Background: an optimization exercise with open tools, aiming at small area, a short achievable clock period and few clock cycles per item. Do not read the settings as production practice.
At most, simulation tests tie the RTL to the original design; equivalence was not proved.

==> flow/design.v <==
`default_nettype none
package skf_pkg;
    localparam int SAMPLE_W = 16;
    localparam int EST_W    = 16;
    localparam int GAIN_W   = 31;
    localparam int CFG_IDX_W = 1;
    localparam int CFG_DAT_W = 32;
    localparam logic [CFG_IDX_W-1:0] REG_MEAS_NOISE = 1'd0;
    localparam logic [CFG_IDX_W-1:0] REG_PROC_NOISE = 1'd1;
    localparam logic [31:0] MEAS_NOISE_RST = 32'd214748365;
    localparam logic [31:0] PROC_NOISE_RST = 32'd536871;
    localparam logic [31:0] COV_RST        = 32'd1073741824;
    localparam logic [3:0] DIV_LAST = 4'd14;
endpackage
`default_nettype wire
`default_nettype none
import skf_pkg::*;
module scalar_kalman_filter
(
    input  wire                       i_clk,
    input  wire                       i_rst_n,
    input  wire                       i_cfg_valid,
    output logic                      o_cfg_ready,
    input  wire       [CFG_IDX_W-1:0] i_cfg_index,
    input  wire       [CFG_DAT_W-1:0] i_cfg_data,
    input  wire                       i_in_valid,
    output logic                      o_in_ready,
    input  wire signed [SAMPLE_W-1:0] i_in_sample,
    output logic                      o_out_valid,
    input  wire                       i_out_ready,
    output logic signed [EST_W-1:0]   o_out_estimate,
    output logic       [GAIN_W-1:0]   o_out_gain
);
    logic        r_idle;      
    logic        r_fin;       
    logic        r_fix;       
    logic        r_div;       
    logic        r_first;     
    logic        r_second;    
    logic        r_last;      
    logic [3:0]  r_cnt;
    logic        r_k30;       
    logic        r_in_ready;
    logic        r_out_valid;
    logic [31:0] r_meas_noise;
    logic [31:0] r_proc_noise;
    logic [31:0] r_pp;        
    logic [32:0] r_den;       
    logic [32:0] r_rem;       
    logic [1:0]  r_d;         
    logic [30:0] r_q;         
    logic [61:0] r_u;         
    logic [61:0] r_x;         
    logic [32:0] r_diff;      
    logic signed [EST_W-1:0] r_est;
    logic accept;
    logic start;
    logic stall;
    assign accept = i_in_valid && r_in_ready;
    assign start  = accept;
    assign stall  = r_second && r_out_valid;
    assign o_in_ready     = r_in_ready;
    assign o_cfg_ready    = 1'b1;
    assign o_out_valid    = r_out_valid;
    assign o_out_estimate = r_est;
    assign o_out_gain     = r_q;
    logic [31:0] p_cur;
    logic [31:0] x_cur;
    assign p_cur = r_u[61:30];
    assign x_cur = r_x[61:30];
    logic [32:0] pred_sum;
    logic [31:0] pp;
    logic        pp_sat;
    assign pred_sum = {1'b0, p_cur} + {1'b0, r_proc_noise};
    assign pp_sat   = pred_sum[32];
    assign pp       = pp_sat ? 32'hFFFF_FFFF : pred_sum[31:0];
    logic [31:0] den_a;
    logic [31:0] den_b;
    logic [32:0] den_s;
    logic [32:0] den_c;
    logic [32:0] den_sum;
    logic        r_zero;
    logic        pq_zero;
    logic        k30;
    assign den_a   = p_cur | {32{r_fix}};
    assign den_b   = r_proc_noise & {32{!r_fix}};
    assign den_s   = {1'b0, den_a ^ den_b ^ r_meas_noise};
    assign den_c   = {(den_a & den_b) | (den_a & r_meas_noise) | (den_b & r_meas_noise), 1'b0};
    assign den_sum = den_s + den_c;
    assign r_zero  = (r_meas_noise == 32'd0);
    assign pq_zero = (p_cur == 32'd0) && (r_proc_noise == 32'd0);
    assign k30     = r_zero && !pq_zero;
    logic [35:0] rem4;
    logic [35:0] den1;
    logic [35:0] t1;
    logic [35:0] s1;
    logic [35:0] s3_a;
    logic [35:0] s3_s;
    logic [35:0] s3_c;
    logic [35:0] s3;
    logic        k1;
    logic        ok1;
    logic        ok3;
    logic [1:0]  digit;
    logic [32:0] rem_next;
    assign rem4 = {1'b0, r_rem, 2'b00};
    assign den1 = {3'b000, r_den};
    assign t1   = {2'b00, r_rem, 1'b0} - den1;
    assign s1   = rem4 - den1;
    assign s3_a = {1'b0, r_rem, 2'b10};
    assign s3_s = s3_a ^ ~{den1[34:0], 1'b0} ^ ~den1;
    assign s3_c = {(s3_a[34:0] & ~{den1[33:0], 1'b0}) | (s3_a[34:0] & ~den1[34:0])
                   | (~{den1[33:0], 1'b0} & ~den1[34:0]), 1'b0};
    assign s3   = s3_s + s3_c;
    assign k1   = !t1[35];
    assign ok1  = !s1[35];
    assign ok3  = !s3[35];
    assign digit = {k1, k1 ? ok3 : ok1};
    always_comb begin
        unique case (digit)
            2'd3:    rem_next = s3[32:0];
            2'd2:    rem_next = {t1[31:0], 1'b0};
            2'd1:    rem_next = s1[32:0];
            default: rem_next = rem4[32:0];
        endcase
    end
    function automatic logic [61:0] add62(input logic [61:0] a, input logic [61:0] b);
        logic [61:0] g;
        logic [61:0] p;
        logic [61:0] gg;
        logic [61:0] pp;
        g  = a & b;
        p  = a ^ b;
        gg = g;
        pp = p;
        for (int l = 0; l < 6; l++) begin
            for (int i = 0; i < 62; i++) begin
                if ((i % (2 << l)) == (2 << l) - 1) begin
                    gg[i] = gg[i] | (pp[i] & gg[i - (1 << l)]);
                    pp[i] = pp[i] & pp[i - (1 << l)];
                end
            end
        end
        for (int l = 4; l >= 0; l--) begin
            for (int i = 0; i < 62; i++) begin
                if (i >= (3 << l) - 1 && ((i - ((3 << l) - 1)) % (2 << l)) == 0) begin
                    gg[i] = gg[i] | (pp[i] & gg[i - (1 << l)]);
                    pp[i] = pp[i] & pp[i - (1 << l)];
                end
            end
        end
        add62 = p ^ {gg[60:0], 1'b0};
    endfunction
    logic        rnd;
    logic [61:0] u_a;
    logic [61:0] u_b;
    logic [61:0] u_m;
    logic [61:0] u_s;
    logic [61:0] u_c;
    logic [61:0] u_next;
    logic [61:0] x_a;
    logic [61:0] x_b;
    logic [61:0] x_m;
    logic [61:0] x_s;
    logic [61:0] x_c;
    logic [61:0] x_next;
    logic [61:0] pp_w;
    logic [61:0] diff_w;
    assign rnd    = r_second;
    assign pp_w   = {30'd0, r_pp};
    assign diff_w = {{29{r_diff[32]}}, r_diff};
    assign u_a    = {r_u[59:0], rnd, 1'b1};
    assign u_b    = ~(r_d[1] ? {pp_w[60:0], 1'b0} : 62'd0);
    assign u_m    = ~(r_d[0] ? pp_w : 62'd0);
    assign u_s    = u_a ^ u_b ^ u_m;
    assign u_c    = {(u_a[60:0] & u_b[60:0]) | (u_a[60:0] & u_m[60:0]) | (u_b[60:0] & u_m[60:0]), 1'b1};
    assign u_next = add62(u_s, u_c);
    assign x_a    = {r_x[59:0], rnd, 1'b0};
    assign x_b    = r_d[1] ? {diff_w[60:0], 1'b0} : 62'd0;
    assign x_m    = r_d[0] ? diff_w : 62'd0;
    assign x_s    = x_a ^ x_b ^ x_m;
    assign x_c    = {(x_a[60:0] & x_b[60:0]) | (x_a[60:0] & x_m[60:0]) | (x_b[60:0] & x_m[60:0]), 1'b0};
    assign x_next = add62(x_s, x_c);
    logic [31:0] x_new;
    logic [15:0] est_new;
    assign x_new   = r_x[61:30];
    assign est_new = (x_new[31:16] == 16'h7FFF) ? 16'h7FFF : x_new[31:16] + {15'd0, x_new[15]};
    logic step;
    logic acc;
    assign step = r_div && !stall;
    assign acc  = (step && !r_first) || r_last;
    always_ff @(posedge i_clk) begin
        if (!i_rst_n) begin
            r_idle       <= 1'b1;
            r_fin        <= 1'b0;
            r_fix        <= 1'b0;
            r_div        <= 1'b0;
            r_first      <= 1'b0;
            r_second     <= 1'b0;
            r_last       <= 1'b0;
            r_in_ready   <= 1'b1;
            r_out_valid  <= 1'b0;
            r_meas_noise <= MEAS_NOISE_RST;
            r_proc_noise <= PROC_NOISE_RST;
        end else begin
            if (i_cfg_valid) begin
                if (i_cfg_index == REG_MEAS_NOISE) begin
                    r_meas_noise <= i_cfg_data;
                end else begin
                    r_proc_noise <= i_cfg_data;
                end
            end
            r_in_ready <= ((r_idle || r_fin) && !start) || r_last;
            if (r_fin) begin
                r_out_valid <= 1'b1;
            end else if (i_out_ready) begin
                r_out_valid <= 1'b0;
            end
            r_idle   <= (r_idle || r_fin) && !start;
            r_fix    <= start && pp_sat;
            r_first  <= (start && !pp_sat) || r_fix;
            r_second <= (step && r_first) || stall;
            r_last   <= step && (r_cnt == 4'd0);
            r_fin    <= r_last;
            if ((start && !pp_sat) || r_fix) begin
                r_div <= 1'b1;
            end else if (step && (r_cnt == 4'd0)) begin
                r_div <= 1'b0;
            end
        end
    end
    always_ff @(posedge i_clk) begin
        if (!i_rst_n) begin
            r_u[61:30] <= COV_RST;
            r_x[61:30] <= 32'd0;
        end else if (start) begin
            r_u[61:30] <= {30'd0, k30 ? 2'b00 : pp[31:30]};
            r_x[61:30] <= k30 ? {{30{i_in_sample[15]}}, i_in_sample[15:14]}
                              : {{30{x_cur[31]}}, x_cur[31:30]};
        end else if (acc) begin
            r_u[61:30] <= u_next[61:30];
            r_x[61:30] <= x_next[61:30];
        end
    end
    always_ff @(posedge i_clk) begin
        if (r_fin) begin
            r_est <= est_new;
        end
        if (start || r_fix) begin
            r_den <= {den_sum[32:1], den_sum[0] | (r_zero && pq_zero && !r_fix)};
            r_cnt <= DIV_LAST;
        end
        if (start) begin
            r_pp   <= pp;
            r_k30  <= k30;
            r_rem  <= k30 ? 33'd0 : {1'b0, pp};
            r_u[29:0] <= k30 ? 30'd0 : pp[29:0];
            r_x[29:0] <= k30 ? {i_in_sample[13:0], 16'h0000} : x_cur[29:0];
            r_diff    <= {i_in_sample[15], i_in_sample, 16'h0000};
        end
        if (step) begin
            r_cnt <= r_cnt - 4'd1;
            r_rem <= rem_next;
            r_d   <= digit;
            if (r_first) begin
                r_diff <= r_diff - r_x[32:0];
            end
        end
        if (acc) begin
            r_u[29:0] <= u_next[29:0];
            r_x[29:0] <= x_next[29:0];
            r_q <= {r_last ? r_k30 : r_q[28], r_q[27:0], r_d};
        end
    end
endmodule
`default_nettype wire
==> flow/config.mk <==
export PLATFORM = sky130hd
export DESIGN_NAME = scalar_kalman_filter
export DESIGN_NICKNAME = scalar_kalman_filter
export VERILOG_FILES = /design/flow/design.v
export SDC_FILE = /design/flow/constraint.sdc
export NUM_CORES = 4
export LEC_CHECK = 0
export CAP_MARGIN = 20
export CORE_MARGIN = 2
export CORE_UTILIZATION = 40
export SLEW_MARGIN = 20
==> flow/constraint.sdc <==
create_clock -name core_clock -period 12.0 [get_ports {i_clk}]
set_input_delay 2.4000 -clock core_clock [delete_from_list [all_inputs] [get_ports {i_clk}]]
set_output_delay 2.4000 -clock core_clock [all_outputs]
set_load 0.01 [all_outputs]
standard.sh (not shown) runs the stock make flow with config.mk's settings and CLKGATE_MAP_FILE= SYNTH_SCRIPT=/design/flow/synth_recipe.tcl, a recipe that flattens the netlist after the stock synthesis.
==> flow/flow/run.sh <==
#!/bin/bash
# Standard layout (the standard.sh, unchanged synthesis), with timing repair aiming for
# 7.5 ns of setup slack at the design's clock period, and plain buffers on the ports.
# The clock and constraints are unchanged.
set -euo pipefail
bash standard.sh SETUP_SLACK_MARGIN=7.5 'BUFFER_PORTS_ARGS=-buffer_cell sky130_fd_sc_hd__buf_2' finish > standard.log 2>&1
Edit:
--- a/flow/design.v
+++ b/flow/design.v
@@ -171,19 +171,23 @@
     assign diff_w = {{29{r_diff[32]}}, r_diff};
     assign u_a    = {r_u[59:0], rnd, 1'b1};
     assign u_b    = ~(r_d[1] ? {pp_w[60:0], 1'b0} : 62'd0);
     assign u_m    = ~(r_d[0] ? pp_w : 62'd0);
     assign u_s    = u_a ^ u_b ^ u_m;
     assign u_c    = {(u_a[60:0] & u_b[60:0]) | (u_a[60:0] & u_m[60:0]) | (u_b[60:0] & u_m[60:0]), 1'b1};
-    assign u_next = add62(u_s, u_c);
+    assign u_next = u_s + u_c;
     assign x_a    = {r_x[59:0], rnd, 1'b0};
     assign x_b    = r_d[1] ? {diff_w[60:0], 1'b0} : 62'd0;
     assign x_m    = r_d[0] ? diff_w : 62'd0;
     assign x_s    = x_a ^ x_b ^ x_m;
     assign x_c    = {(x_a[60:0] & x_b[60:0]) | (x_a[60:0] & x_m[60:0]) | (x_b[60:0] & x_m[60:0]), 1'b0};
-    assign x_next = add62(x_s, x_c);
+    assign x_next = x_s + x_c;
+    logic [61:0] diff_sum;
+    logic [32:0] diff_next;
+    assign diff_sum  = add62({29'd0, r_diff[32:1], 1'b1}, {29'd0, ~r_x[32:0]});
+    assign diff_next = diff_sum[32:0];
     logic [31:0] x_new;
     logic [15:0] est_new;
     assign x_new   = r_x[61:30];
     assign est_new = (x_new[31:16] == 16'h7FFF) ? 16'h7FFF : x_new[31:16] + {15'd0, x_new[15]};
     logic step;
     logic acc;
@@ -260,13 +264,13 @@
         end
         if (step) begin
             r_cnt <= r_cnt - 4'd1;
             r_rem <= rem_next;
             r_d   <= digit;
             if (r_first) begin
-                r_diff <= r_diff - r_x[32:0];
+                r_diff <= diff_next;
             end
         end
         if (acc) begin
             r_u[29:0] <= u_next[29:0];
             r_x[29:0] <= x_next[29:0];
             r_q <= {r_last ? r_k30 : r_q[28], r_q[27:0], r_d};
Effect: First-iteration DRC count went up by roughly a tenth. Routed wire length decreases by a few percent. Area after synthesis hardly moves. Cell area drops by a few percent.
Testbench counts after the change, summed over its fixed seeds: cycles 34,880, items 2,048.
Function not checked in the first run of this note: the RTL went through the layout flow alone.

[separate check: timing with driven ports]
The results above use ideal ports. As a check the final layouts listed here were re-extracted and re-timed, cells and wires unchanged. Step 1 sets driving cells, clkbuf_16 on the clock port and buf_2 on the other inputs (assumed; they add their load-dependent delay and slew). Step 2 moves the port delays by t, midway between the first and last clock arrival at a register: inputs arrive t later, outputs are due t later. That takes back most of the time a late clock gives input paths. Slacks: ideal / step 1 / step 2; pairs: ideal / step 1.
| run | t (ns) | slack for setup (ns) | worst hold slack (ns) | worst slew at a driven data input, ns | cell pins on the clock port's net |
|---|---|---|---|---|---|
| the first run | 0.669 | 7.403 / 7.403 / 7.403 | 0.446 / 0.446 / 0.446 | 0.13 | 1 |
| the second run | 0.667 | 7.608 / 7.608 / 7.022 | 0.437 / 0.437 / 0.437 | 0.06 | 1 |
After both steps every run listed still meets setup and hold. For the second run, which loses most, drivers alone change the setup slack by 0.000 ns; drivers and shift together by -0.586 ns.
